From an optimization exercise on the open Yosys and OpenROAD flow, aimed at small area and a short achievable clock period; shortcuts taken in it are not production practice. In this exercise RTL edits were held to simulation tests only and were not proved equivalent to the original. Power and IR drop assume default switching activity.

**flow/config.mk**
```make
export PLATFORM = sky130hd
export DESIGN_NAME = tcp_rx_top
export DESIGN_NICKNAME = tcp_rx_top
export VERILOG_FILES = /design/flow/design.v
export SDC_FILE = /design/flow/constraint.sdc
export NUM_CORES = 4
export LEC_CHECK = 0
export CAP_MARGIN = 20
export CORE_MARGIN = 2
export CORE_UTILIZATION = 40
export SLEW_MARGIN = 20
```
**flow/constraint.sdc**
```tcl
create_clock -name core_clock -period 10.5 [get_ports {aclk}]
set_input_delay 2.1000 -clock core_clock [delete_from_list [all_inputs] [get_ports {aclk}]]
set_output_delay 2.1000 -clock core_clock [all_outputs]
set_load 0.01 [all_outputs]
```
**flow/design.v**
```verilog
`default_nettype none
package tcp_rx_pkg;
    localparam int data_bytes = 8;
    typedef logic [8*data_bytes-1:0] beat_t;
    localparam logic [15:0] ethertype_ipv4    = 16'h0800;
    localparam logic [7:0]  ip_proto_tcp      = 8'd6;
    localparam logic [3:0]  ipv4_ihl          = 4'd5;
    localparam int          eth_hdr_bytes     = 14;
    localparam int          ip_hdr_bytes      = 20;
    localparam int          tcp_min_hdr_bytes = 20;
    localparam int flag_fin = 0;
    localparam int flag_syn = 1;
    localparam int flag_rst = 2;
    localparam int flag_ack = 4;
    typedef struct packed {
        logic [31:0] src_mac_tail;
        logic [15:0] ethertype;
        logic [3:0]  version;
        logic [3:0]  ihl;
        logic [7:0]  tos;
    } hdr_b1_t;
    typedef struct packed {
        logic [15:0] total_len;
        logic [15:0] ident;
        logic [15:0] frag;
        logic [7:0]  ttl;
        logic [7:0]  protocol;
    } hdr_b2_t;
    typedef struct packed {
        logic [15:0] ip_csum;
        logic [31:0] src_ip;
        logic [15:0] dst_ip_head;
    } hdr_b3_t;
    typedef struct packed {
        logic [15:0] dst_ip_tail;
        logic [15:0] src_port;
        logic [15:0] dst_port;
        logic [15:0] seq_head;
    } hdr_b4_t;
    typedef struct packed {
        logic [15:0] seq_tail;
        logic [31:0] ack_num;
        logic [3:0]  data_off;
        logic [3:0]  rsvd;
        logic [7:0]  flags;
    } hdr_b5_t;
    typedef union packed {
        hdr_b1_t b1;
        hdr_b2_t b2;
        hdr_b3_t b3;
        hdr_b4_t b4;
        hdr_b5_t b5;
    } hdr_beat_t;
endpackage
`default_nettype wire
`default_nettype none
module tcp_header_parser #(
    parameter logic [47:0] board_mac  = 48'h02_00_c0_a8_0a_0a,
    parameter logic [15:0] local_port = 16'h0024
) (
    input  wire                                 aclk,
    input  wire                                 areset,
    input  wire tcp_rx_pkg::beat_t              in_tdata,
    input  wire [tcp_rx_pkg::data_bytes-1:0]    in_tkeep,
    input  wire                                 in_tlast,
    input  wire                                 beat_fire,
    input  wire                                 established,
    input  wire [31:0]                          expected_seq,
    output logic                                win_valid,
    output logic                                win_accept,
    output logic [15:0]                         win_start,
    output logic [15:0]                         win_len,
    output logic                                seg_valid,
    output logic                                seg_syn,
    output logic                                seg_fin,
    output logic                                seg_ack,
    output logic                                seg_rst,
    output logic [31:0]                         seg_seq,
    output logic [31:0]                         seg_ack_num,
    output logic [47:0]                         peer_mac,
    output logic [31:0]                         peer_ip,
    output logic [15:0]                         peer_port,
    output logic [15:0]                         peer_window,
    output logic [15:0]                         seg_payload_len
);
    logic [2:0]  beat_cnt;
    logic        hdr_fire;
    tcp_rx_pkg::beat_t       net;
    tcp_rx_pkg::hdr_beat_t   hdr;
    logic        mac_ok;
    logic        type_ok;
    logic        proto_ok;
    logic        port_ok;
    logic        frame_match;
    logic        reached_win;
    logic [15:0] total_len;
    logic [15:0] seq_head;
    logic [31:0] seq_num;
    logic [7:0]  flags;
    logic [15:0] tcp_hdr_len;
    logic [15:0] payload_len;
    logic        accept;
    always_comb begin
        for (int i = 0; i < tcp_rx_pkg::data_bytes; i++) begin
            net[8*i +: 8] = in_tdata[8*(tcp_rx_pkg::data_bytes-1-i) +: 8];
        end
    end
    assign hdr = net;
    assign hdr_fire = beat_fire && in_tkeep[0];
    assign frame_match = mac_ok && type_ok && proto_ok && port_ok;
    assign reached_win = beat_cnt[2] && beat_cnt[1];
    assign flags       = hdr.b5.flags;
    assign seq_num     = {seq_head, hdr.b5.seq_tail};
    assign tcp_hdr_len = {10'd0, hdr.b5.data_off, 2'b00};
    assign payload_len = total_len - 16'(tcp_rx_pkg::ip_hdr_bytes) - tcp_hdr_len;
    assign accept = frame_match && established
                    && flags[tcp_rx_pkg::flag_ack] && !flags[tcp_rx_pkg::flag_fin]
                    && payload_len != 16'd0
                    && seq_num == expected_seq
                    && tcp_hdr_len >= 16'(tcp_rx_pkg::tcp_min_hdr_bytes);
    always_ff @(posedge aclk) begin
        if (areset) begin
            beat_cnt  <= '0;
            win_valid <= 1'b0;
            seg_valid <= 1'b0;
        end else begin
            win_valid <= beat_fire && beat_cnt == 3'd5 && !in_tlast;
            seg_valid <= beat_fire && in_tlast && reached_win && frame_match;
            if (beat_fire) begin
                if (in_tlast) begin
                    beat_cnt <= '0;
                end else if (beat_cnt != 3'd7) begin
                    beat_cnt <= beat_cnt + 3'd1;
                end
            end
        end
    end
    always_ff @(posedge aclk) begin
        if (hdr_fire) begin
            case (beat_cnt)
                3'd0: begin
                    mac_ok          <= net[63:16] == board_mac;
                    peer_mac[47:32] <= net[15:0];
                end
                3'd1: begin
                    peer_mac[31:0] <= hdr.b1.src_mac_tail;
                    type_ok        <= hdr.b1.ethertype == tcp_rx_pkg::ethertype_ipv4
                                      && hdr.b1.ihl == tcp_rx_pkg::ipv4_ihl;
                end
                3'd2: begin
                    total_len <= hdr.b2.total_len;
                    proto_ok  <= hdr.b2.protocol == tcp_rx_pkg::ip_proto_tcp;
                end
                3'd3: begin
                    peer_ip <= hdr.b3.src_ip;
                end
                3'd4: begin
                    peer_port <= hdr.b4.src_port;
                    port_ok   <= hdr.b4.dst_port == local_port;
                    seq_head  <= hdr.b4.seq_head;
                end
                3'd5: begin
                    seg_seq         <= seq_num;
                    seg_ack_num     <= hdr.b5.ack_num;
                    seg_fin         <= flags[tcp_rx_pkg::flag_fin];
                    seg_syn         <= flags[tcp_rx_pkg::flag_syn];
                    seg_rst         <= flags[tcp_rx_pkg::flag_rst];
                    seg_ack         <= flags[tcp_rx_pkg::flag_ack];
                    seg_payload_len <= payload_len;
                    win_len         <= payload_len;
                    win_start       <= 16'(tcp_rx_pkg::eth_hdr_bytes + tcp_rx_pkg::ip_hdr_bytes) + tcp_hdr_len;
                    win_accept      <= accept;
                end
                3'd6: begin
                    peer_window <= net[63:48];
                end
                default: begin
                end
            endcase
        end
    end
endmodule
`default_nettype wire
`default_nettype none
module tcp_payload_aligner (
    input  wire                                 aclk,
    input  wire                                 areset,
    input  wire tcp_rx_pkg::beat_t              in_tdata,
    input  wire [tcp_rx_pkg::data_bytes-1:0]    in_tkeep,
    input  wire                                 in_tvalid,
    input  wire                                 in_tlast,
    output logic                                in_tready,
    input  wire                                 win_valid,
    input  wire                                 win_accept,
    input  wire [15:0]                          win_start,
    input  wire [15:0]                          win_len,
    output tcp_rx_pkg::beat_t                   out_tdata,
    output logic [tcp_rx_pkg::data_bytes-1:0]   out_tkeep,
    output logic                                out_tlast,
    output logic                                out_tvalid,
    input  wire                                 out_tready
);
    localparam int lane_w = $clog2(tcp_rx_pkg::data_bytes);
    localparam int word_w = 8 * tcp_rx_pkg::data_bytes;
    logic                  can_load;
    logic                  fire;
    logic [15:0]           pos;
    logic                  acc_q;
    logic [15:0]           start_q;
    logic [15:0]           len_q;
    logic                  acc;
    logic [15:0]           w_start;
    logic [15:0]           w_end;
    logic [tcp_rx_pkg::data_bytes-1:0] sel;
    logic [lane_w-1:0]     lo;
    logic [lane_w:0]       n;
    tcp_rx_pkg::beat_t                 picked;
    tcp_rx_pkg::beat_t                 shifted;
    tcp_rx_pkg::beat_t                 carry;
    tcp_rx_pkg::beat_t                 carry_m;
    tcp_rx_pkg::beat_t                 carry_eff;
    logic [lane_w-1:0]     carry_cnt;
    logic [lane_w-1:0]     c_eff;
    logic [2*word_w-1:0]   joined;
    logic [lane_w:0]       total;
    logic                  full;
    logic                  spill;
    logic                  seg_end;
    logic                  flush_q;
    logic                  load_flush;
    logic                  load_word;
    function automatic logic [tcp_rx_pkg::data_bytes-1:0] keep_of(input logic [lane_w:0] cnt);
        logic [tcp_rx_pkg::data_bytes-1:0] k;
        k = '0;
        for (int i = 0; i < tcp_rx_pkg::data_bytes; i++) begin
            k[i] = i < cnt;
        end
        keep_of = k;
    endfunction
    assign can_load  = !out_tvalid || out_tready;
    assign in_tready = can_load;
    assign fire      = in_tvalid && can_load;
    assign acc     = win_valid ? win_accept : acc_q;
    assign w_start = win_valid ? win_start : start_q;
    assign w_end   = w_start + (win_valid ? win_len : len_q);
    always_comb begin
        sel    = '0;
        picked = '0;
        lo     = '0;
        n      = '0;
        for (int i = tcp_rx_pkg::data_bytes - 1; i >= 0; i--) begin
            if (acc && in_tkeep[i] && pos + 16'(i) >= w_start && pos + 16'(i) < w_end) begin
                sel[i]           = 1'b1;
                picked[8*i +: 8] = in_tdata[8*i +: 8];
                lo               = lane_w'(i);
                n                = n + 1'b1;
            end
        end
    end
    always_comb begin
        carry_m = '0;
        for (int i = 0; i < tcp_rx_pkg::data_bytes; i++) begin
            if (i < carry_cnt) begin
                carry_m[8*i +: 8] = carry[8*i +: 8];
            end
        end
    end
    assign shifted   = picked >> {lo, 3'b000};
    assign carry_eff = flush_q ? '0 : carry_m;
    assign c_eff     = flush_q ? '0 : carry_cnt;
    assign joined    = {{word_w{1'b0}}, carry_eff}
                       | ({{word_w{1'b0}}, shifted} << {c_eff, 3'b000});
    assign total     = {1'b0, c_eff} + n;
    assign full      = total[lane_w];
    assign spill     = full && total[lane_w-1:0] != '0;
    assign seg_end = (|sel && pos + 16'(tcp_rx_pkg::data_bytes) >= w_end) || (in_tlast && total != '0);
    assign load_flush = flush_q && can_load;
    assign load_word  = fire && (full || (seg_end && total != '0));
    always_ff @(posedge aclk) begin
        if (areset) begin
            out_tvalid <= 1'b0;
            flush_q    <= 1'b0;
            carry_cnt  <= '0;
            acc_q      <= 1'b0;
            pos        <= '0;
        end else begin
            if (out_tready) begin
                out_tvalid <= 1'b0;
            end
            if (load_flush || load_word) begin
                out_tvalid <= 1'b1;
            end
            if (win_valid) begin
                acc_q <= win_accept;
            end
            if (fire) begin
                pos       <= in_tlast ? '0 : pos + 16'(tcp_rx_pkg::data_bytes);
                flush_q   <= seg_end && spill;
                carry_cnt <= (seg_end && !spill) ? '0 : total[lane_w-1:0];
                if (in_tlast) begin
                    acc_q <= 1'b0;
                end
            end else if (load_flush) begin
                flush_q   <= 1'b0;
                carry_cnt <= '0;
            end
        end
    end
    always_ff @(posedge aclk) begin
        if (win_valid) begin
            start_q <= win_start;
            len_q   <= win_len;
        end
        if (load_flush) begin
            out_tdata <= carry_m;
            out_tkeep <= keep_of({1'b0, carry_cnt});
            out_tlast <= 1'b1;
        end else if (load_word) begin
            out_tdata <= joined[word_w-1:0];
            out_tkeep <= full ? '1 : keep_of(total);
            out_tlast <= seg_end && !spill;
        end
        if (fire) begin
            carry <= full ? joined[2*word_w-1:word_w] : joined[word_w-1:0];
        end
    end
endmodule
`default_nettype wire
`default_nettype none
module tcp_rx_top #(
    parameter logic [47:0] board_mac  = 48'h02_00_c0_a8_0a_0a,
    parameter logic [15:0] local_port = 16'h0024
) (
    input  wire                                 aclk,
    input  wire                                 areset,
    input  wire tcp_rx_pkg::beat_t              in_tdata,
    input  wire [tcp_rx_pkg::data_bytes-1:0]    in_tkeep,
    input  wire                                 in_tvalid,
    input  wire                                 in_tlast,
    output logic                                in_tready,
    input  wire                                 established,
    input  wire [31:0]                          expected_seq,
    output tcp_rx_pkg::beat_t                   out_tdata,
    output logic [tcp_rx_pkg::data_bytes-1:0]   out_tkeep,
    output logic                                out_tlast,
    output logic                                out_tvalid,
    input  wire                                 out_tready,
    output logic                                seg_valid,
    output logic                                seg_syn,
    output logic                                seg_fin,
    output logic                                seg_ack,
    output logic                                seg_rst,
    output logic [31:0]                         seg_seq,
    output logic [31:0]                         seg_ack_num,
    output logic [47:0]                         peer_mac,
    output logic [31:0]                         peer_ip,
    output logic [15:0]                         peer_port,
    output logic [15:0]                         peer_window,
    output logic [15:0]                         seg_payload_len
);
    logic        beat_fire;
    logic        win_valid;
    logic        win_accept;
    logic [15:0] win_start;
    logic [15:0] win_len;
    assign beat_fire = in_tvalid && in_tready;
    tcp_header_parser #(
        .board_mac (board_mac),
        .local_port(local_port)
    ) parser_i (
        .aclk           (aclk),
        .areset         (areset),
        .in_tdata       (in_tdata),
        .in_tkeep       (in_tkeep),
        .in_tlast       (in_tlast),
        .beat_fire      (beat_fire),
        .established    (established),
        .expected_seq   (expected_seq),
        .win_valid      (win_valid),
        .win_accept     (win_accept),
        .win_start      (win_start),
        .win_len        (win_len),
        .seg_valid      (seg_valid),
        .seg_syn        (seg_syn),
        .seg_fin        (seg_fin),
        .seg_ack        (seg_ack),
        .seg_rst        (seg_rst),
        .seg_seq        (seg_seq),
        .seg_ack_num    (seg_ack_num),
        .peer_mac       (peer_mac),
        .peer_ip        (peer_ip),
        .peer_port      (peer_port),
        .peer_window    (peer_window),
        .seg_payload_len(seg_payload_len)
    );
    tcp_payload_aligner aligner_i (
        .aclk      (aclk),
        .areset    (areset),
        .in_tdata  (in_tdata),
        .in_tkeep  (in_tkeep),
        .in_tvalid (in_tvalid),
        .in_tlast  (in_tlast),
        .in_tready (in_tready),
        .win_valid (win_valid),
        .win_accept(win_accept),
        .win_start (win_start),
        .win_len   (win_len),
        .out_tdata (out_tdata),
        .out_tkeep (out_tkeep),
        .out_tlast (out_tlast),
        .out_tvalid(out_tvalid),
        .out_tready(out_tready)
    );
endmodule
`default_nettype wire
```
**flow/run.sh**
```bash
#!/bin/bash
# synth_recipe.tcl (not shown) runs the flow's synth.tcl, then flattens the netlist and writes it again
# the make line also repeats each setting of config.mk as NAME=value (left out here)
make -C /OpenROAD-flow-scripts/flow DESIGN_CONFIG=/design/flow/config.mk WORK_HOME=/design/flow/orfs CLKGATE_MAP_FILE= SYNTH_SCRIPT=/design/flow/synth_recipe.tcl finish
```
==> impl_metrics.csv <==
group,metric,value,unit
die,fp.dieW,253,µm
synthesis,synth-seq-cells,423,
synthesis,synthFlopType,"edfxtp_1",
clocking,cts_buffers,47,
synthesis,synthArstFlopShare,0,%
power_and_ir_drop,p_sw,0.871,mW
die,die_area,64100,µm²
finish,fin_area,31700,µm²
synthesis,synth_edf_count,366,
sta,final_max_slew_viol_count,0,
synthesis,yosys-top-cells-area,"edfxtp_1 (44%), ha_1 (6.2%), dfxtp_1 (4.6%)",
detailed_routing,drcViolationCount,0,
sta,clock_skew,0.0173,ns
power_and_ir_drop,switching_share,22.7,%
sta,finalCriticalPeriod,10.06,ns
synthesis,seq_area_frac_synth,48.8,%
sta,hold_viol,0,
setup_path,critPathSlowestCell,"dfxtp_2",
clocking,h-tree-depth,2,
detailed_routing,drt_wl_total,105,mm
power_and_ir_drop,p_per_area,121,nW/µm²
hold_path,hold_path_class,"register to register",
global_routing,grt-ovfl-total,0,
flow_run,maxCapViolations,0,
synthesis,yosys.area.top_type,"edfxtp_1",
clocking,clkTransAtPathRegs,0.06,ns
setup_path,startpoint_type,"register",
clocking,postCtsHoldBufs,0,
die,pin_count,382,
power_and_ir_drop,power_frac_seq,48.0,%
setup_path,timing.critical_path.mode_cell,"ha_1",
setup_path,crit_path_end_kind,"register",
detailed_routing,dr.first_iter.drc_count,2294,
detailed_routing,num_vias,22600,
global_routing,grt_pass1_wl,149,mm
finish,synthToLayoutAreaGrowth,27.7,%
setup_path,r2r_slack,0.44,ns
power_and_ir_drop,p_int,2.97,mW
setup_path,crit_family,"adder cells",
place,dpl.hpwl,77.1,mm
place,gp_congestion,0.995,
setup_path,crit_fanout,14,
finish,nets,3009,
setup_path,critPathBufInv,6,
finish,num_antenna_cells,0,
place,placed_area,29800,µm²
synthesis,syn-instance-count,2392,
clocking,cts_tree,"yes",
power_and_ir_drop,total_power,3.84,mW
sta,worst_pin_slew,1.13,ns
power_and_ir_drop,power.clock.fraction,46.2,%
sta,setup_viol,0,
global_routing,antenna_found_initial,3,
synthesis,postSynthAreaPerCell,10.4,µm²
power_and_ir_drop,comb_power_share,5.8,%
clocking,clk_latency,0.60,ns
global_routing,grt_pass1_vias,21800,
synthesis,synthDistinctLibCells,102,
detailed_routing,drtPass1Iterations,6,
synthesis,yosysWarningCount,2,
die,initial_core_util,40.3,%
die,coreArea,61600,µm²
power_and_ir_drop,vdd_drop_max,0.130,mV
die,row_count,91,
synthesis,syn_area,24800,µm²
setup_path,max_stage_delay,0.39,ns
setup_path,arrival,10.54,ns
die,die_h,253,µm
finish,drive_gt1_share,10.2,%
sta,finalCritPeriodShare,95.8,%
clocking,cts_root_buf,"clkbuf_16",
synthesis,yosys.cell_count.top_type,"edfxtp_1",
power_and_ir_drop,p_leak,11.6,nW
setup_path,path_class,"register to register",
global_routing,grt_usage,31.6,%
place,portBuffers,381,
synthesis,synth_common_cells,"edfxtp_1 (366), nand2_1 (218), nor2_1 (157)",
synthesis,syn_nets,2628,
setup_path,worstPathRequired,10.98,ns
sta,relSlewSlack,24.2,%
detailed_routing,routedWlPerCell,28.7,µm
detailed_routing,antenna_left,0,
clocking,cts_num_sinks,423,
global_routing,grt_start_max_net_pins,116,
sta,max_freq,99.4,MHz
status,status,"timing/DRC/antenna clean",
clocking,clockBufferDepth,3,
detailed_routing,vias_per_cell,6.20,
synthesis,synth_top_area_share,44.2,%
==> timing repair <==
item | in CTS | in global routing
endpoints found under the setup margin | 0 | 142
resized for setup | 0 | 22
buffers inserted | 0 | 13
==> cell usage in the layout, fill, tap and decap left out, drive strengths merged, types with 8 or more instances in the layout <==
| cell type | Yosys | final |
|---|---|---|
| xnor2 | 45 | 45 |
| o32ai | 11 | 11 |
| o2bb2ai | 9 | 9 |
| o22ai | 27 | 27 |
| edfxtp | 366 | 366 |
| ha | 124 | 124 |
| a21oi | 153 | 153 |
| mux2 | 31 | 31 |
| and4 | 10 | 10 |
| buf | 40 | 100 |
| and3 | 36 | 36 |
| o21a | 19 | 19 |
| a22o | 42 | 42 |
| nand2b | 21 | 21 |
| mux2i | 63 | 63 |
| clkinv | 0 | 17 |
| o21ai | 162 | 162 |
| nand2 | 219 | 221 |
| nor2 | 158 | 158 |
| a211oi | 45 | 45 |
| clkdlybuf4s50 | 0 | 381 |
| o221ai | 18 | 18 |
| o31ai | 19 | 19 |
| nand3 | 90 | 90 |
| clkbuf | 113 | 60 |
| a31oi | 26 | 26 |
| a22oi | 27 | 27 |
| nor3 | 44 | 44 |
| dfxtp | 57 | 57 |
| inv | 75 | 77 |
| nand4 | 35 | 35 |
| nor4 | 19 | 19 |
| and2 | 21 | 21 |
| o211ai | 39 | 39 |
| a21o | 33 | 33 |
| o31a | 8 | 8 |
| xor2 | 38 | 38 |
| or2 | 12 | 12 |
| o2111ai | 9 | 9 |
==> power groups by stage <==
stage	Combinational (mW)	Sequential [mW]	Clock (mW)
after floorplan	0.0774	1.88	0
after global placement	0.215	1.88	0
after detailed placement	0.217	1.88	0
after CTS	0.217	1.84	1.80
after global routing	0.233	1.85	1.85
final	0.222	1.84	1.77
==> cell families (layout without fill, tap and decap cells) <==
logic type	count (synthesis)	in the layout	share of synthesized area [%]
AOI/OAI and AO/OA	742	742	20.5
buffers and inverters	228	644	3.71
DFF	423	423	48.8
muxes	94	94	3.94
xor gates and xnor gates	84	84	3.18
and+or+nand+nor	695	697	13.4
adders and majority gates	126	126	6.41
==> sequential cells by signal (all words and copies together) (netlist names), 3 cells and up <==
| register | count |
|---|---|
| aligner_i.len_q | 16 |
| parser_i.peer_ip | 32 |
| aligner_i.carry | 56 |
| aligner_i.out_tkeep | 8 |
| parser_i.peer_port | 16 |
| aligner_i.carry_cnt | 3 |
| parser_i.win_start | 5 |
| parser_i.total_len | 16 |
| parser_i.seq_head | 16 |
| parser_i.seg_payload_len | 16 |
| parser_i.seg_seq | 32 |
| aligner_i.start_q | 16 |
| parser_i.beat_cnt | 3 |
| parser_i.peer_window | 16 |
| aligner_i.out_tdata | 64 |
| parser_i.peer_mac | 48 |
| parser_i.seg_ack_num | 32 |
| aligner_i.pos | 13 |
==> stage by stage <==
step / std cells / worst slack, ns / hold slack, ns / utilization, % / TNS [ns]
after floorplan: 2392 / 0.00202 / 0.418 / - / 0
after detailed placement: 3542 / 0.153 / 0.436 / 48.4 / 0
final: 3647 / 0.438 / 0.452 / 51.5 / 0
after global placement: 3542 / 0.424 / 0.438 / 48.4 / 0
after CTS: 3628 / 0.0994 / 0.452 / 51.1 / 0
after global routing: 3647 / -0.0874 / 0.462 / 51.5 / -2.95
==> layout make-up <==
class | count | area, µm²
Multi-Input combinational cell | 1743 | 12000
Clock buffer | 58 | 1280
Tap cell | 837 | 1050
Clock inverter | 28 | 364
Fill cell | 5518 | 29900
Inverter | 75 | 282
Sequential cell | 423 | 12100
Timing Repair Buffer | 483 | 4680
==> per-layer routing <==
| layer | vias to the layer above | GRT usage [%] | share of wire (%) |
|---|---|---|---|
| met2 | 1258 | 53.7 | 48 |
| met1 | 11100 | 40.4 | 40 |
| met4 | 2 | 12.3 | 4.2 |
| met3 | 243 | 4.94 | 7.7 |
| li1 | 9966 | - | - |
| met5 | - | 0 | 0.012 |
==> final timing paths <==
check,startpoint,to,cells after the start
setup reg to reg,parser_i.win_valid,aligner_i.out_tlast,51
hold reg to reg,parser_i.total_len[0],parser_i.seg_payload_len[0],0
hold / removal,parser_i.total_len[0],parser_i.seg_payload_len[0],0
setup / recovery,parser_i.win_valid,aligner_i.out_tlast,51

[afterwards: timing with drivers on the ports]
The results above use ideal ports. As a check the final layout listed here was re-extracted and re-timed, cells and wires unchanged.
Step 1 sets driving cells, clkbuf_16 on the clock port and buf_2 on the other inputs (assumed; they add their load-dependent delay and slew).
Step 2 adds t to the input delays and takes it off the output delays; t is the mean of the earliest and latest rising clock arrival at the registers after step 1. Input paths then give back, and output paths get back, about the clock's delay inside the block.
Slacks: no drivers / after step 1 / after step 2; pairs: no drivers / after step 1.
t, ns: 0.659
setup slack, ns: 0.438 / 0.438 / 0.438
worst setup path after step 2: register to register
After both steps this run still meets setup and hold. The setup slack of this run moves by 0.000 ns with the drivers and by 0.000 ns with both steps.
